What follows belongs to an exercise in optimizing a design on an open flow for small area; a production flow would make more cautious choices.
Only simulation tests tie the RTL to the original design; equivalence was not proved.
Power is estimated from default activity; no workload was simulated.

==> flow/design.v (excerpt) <==
module fifo_ctl_top
(
    input  logic        clk,
    input  logic        rst,
    input  logic [63:0] i_rx_data,           
    input  logic        i_rx_valid,
    output logic [31:0] o_tx_data,
    output logic [1:0]  o_tx_tag,            
    output logic [1:0]  o_tx_ctx,
    output logic        o_tx_valid,
    input  logic        i_tx_ready
);
export LEC_CHECK = 0
export CAP_MARGIN = 0
export CORE_MARGIN = 2
export CORE_UTILIZATION = 40
export CTS_BUF_LIST = sky130_fd_sc_hd__clkbuf_16
export CTS_CLUSTER_DIAMETER = 100
export CTS_CLUSTER_SIZE = 30
export SLEW_MARGIN = 0
create_clock -name core_clock -period 4.0 [get_ports {clk}]
standard.sh (not shown) runs the stock make flow with config.mk's settings and CLKGATE_MAP_FILE= SYNTH_SCRIPT=/design/flow/synth_recipe.tcl, a recipe that flattens the netlist after the stock synthesis.
==> flow/flow/run.sh <==
#!/bin/bash
# Standard layout with three changes: the port buffers are buf_2 cells instead of
# the default delay buffer; power recovery downsizes gates off the critical paths
# after global routing; and a hook after global routing repairs any slew,
# capacitance or setup violations that left. Every tool's output goes to its own
# log in this folder.
set -o pipefail
export BUFFER_PORTS_ARGS="-buffer_cell sky130_fd_sc_hd__buf_2"
export RECOVER_POWER=100
export POST_GLOBAL_ROUTE_TCL="$(pwd)/flow/post_grt.tcl"
bash standard.sh > standard.log 2>&1
==> flow/flow/post_grt.tcl <==
# Runs at the end of global routing, after power recovery has downsized gates off the
# critical paths: downsize once more, then fix any slew, capacitance or setup violations the downsizing left,
# then route the changed nets again and rewrite the route guides.
puts "post_grt: a second power recovery pass, then repair"
log_cmd estimate_parasitics -global_routing
log_cmd global_route -start_incremental
log_cmd repair_timing -recover_power 100 -match_cell_footprint -verbose
log_cmd repair_design -slew_margin 10 -cap_margin 10 -match_cell_footprint -verbose
log_cmd detailed_placement
log_cmd global_route -end_incremental -congestion_report_file $::env(REPORTS_DIR)/congestion_post_grt_hook1.rpt
log_cmd estimate_parasitics -global_routing
log_cmd global_route -start_incremental
log_cmd repair_timing -setup -setup_margin 0.1 -repair_tns 100 -match_cell_footprint -verbose
log_cmd detailed_placement
log_cmd global_route -end_incremental -congestion_report_file $::env(REPORTS_DIR)/congestion_post_grt_hook2.rpt
log_cmd estimate_parasitics -global_routing
report_tns
report_wns
log_cmd write_guides $::env(RESULTS_DIR)/route.guide
The starting point ran to the end with no violations.
Change:
--- a/flow/flow/post_grt.tcl
+++ b/flow/flow/post_grt.tcl
@@ -1,9 +1,8 @@
 # Runs at the end of global routing, after power recovery has downsized gates off the
-# critical paths: downsize once more, then fix any slew, capacitance or setup violations the downsizing left,
+# critical paths: fix any slew, capacitance or setup violations the downsizing left,
 # then route the changed nets again and rewrite the route guides.
-puts "post_grt: a second power recovery pass, then repair"
+puts "post_grt: repair after power recovery"
 log_cmd estimate_parasitics -global_routing
 log_cmd global_route -start_incremental
-log_cmd repair_timing -recover_power 100 -match_cell_footprint -verbose
 log_cmd repair_design -slew_margin 10 -cap_margin 10 -match_cell_footprint -verbose
 log_cmd detailed_placement
CORE_UTILIZATION = 55   (was 40)
=> Count of clock-buffer cells in the layout is lower by 1; power is lower by 0.69%; register-to-register slack is better by 30 ps; synthesized area stays the same; cell area is lower by 1.1%; sequential share of layout area is higher by 0.72 points; hold slack is worse by 4.1 ps; global-route usage is higher by 8.6 points; routed wire length hardly moves; die area is lower by 27%; critical path depth is lower by 2.
Change:
CORE_UTILIZATION = 45   (was 55)
Cell count went up by 5.5%.
Synthesized area does not change.
First-iteration DRC count went down by 0.38%.
Via count hardly moves.
Critical path depth went up by 2.
Change:
--- a/flow/flow/post_grt.tcl
+++ b/flow/flow/post_grt.tcl
@@ -1,8 +1,9 @@
 # Runs at the end of global routing, after power recovery has downsized gates off the
-# critical paths: fix any slew, capacitance or setup violations the downsizing left,
+# critical paths: downsize once more, then fix any slew, capacitance or setup violations the downsizing left,
 # then route the changed nets again and rewrite the route guides.
-puts "post_grt: repair after power recovery"
+puts "post_grt: a second power recovery pass, then repair"
 log_cmd estimate_parasitics -global_routing
 log_cmd global_route -start_incremental
+log_cmd repair_timing -recover_power 100 -match_cell_footprint -verbose
 log_cmd repair_design -slew_margin 10 -cap_margin 10 -match_cell_footprint -verbose
 log_cmd detailed_placement
CORE_UTILIZATION = 55   (was 45)
The new run finished clean.
Flip-flop and latch count stays the same.
Setup slack improved by 26 ps.
Utilization climbs by 11 points.
Die area drops by about a fifth.
Cell count drops by a few percent.
Clock power climbs slightly.

[static timing again, ports no longer ideal]
How much do the figures lean on ideal ports? The routed layouts below were timed once more, with nothing changed but the port constraints. Step 1 sets driving cells, clkbuf_16 on the clock port and buf_2 on the other inputs (assumed; they add their load-dependent delay and slew). Step 2, shift: input delay + t, output delay - t, t = (earliest + latest rising clock arrival at the registers) / 2. This alone moves slack from input paths to output paths. Slacks: ideal / step 1 / step 2; pairs: ideal / step 1.
| run | shift t [ns] | slack for setup (ns) | clock arrival spread, ns |
|---|---|---|---|
| the first run | 0.681 | 0.219 / 0.219 / -0.201 | 0.073 / 0.073 |
| the second run | 0.691 | 0.247 / 0.247 / -0.288 | 0.040 / 0.040 |
| the third run | 0.685 | 0.228 / 0.228 / -0.213 | 0.035 / 0.035 |
| the fourth run | 0.689 | 0.254 / 0.254 / -0.276 | 0.036 / 0.035 |
With both steps, setup timing fails in every run listed, where it was met with ideal ports. For the second run, which loses most, drivers alone change the setup slack by 0.000 ns; drivers and shift together by -0.535 ns.
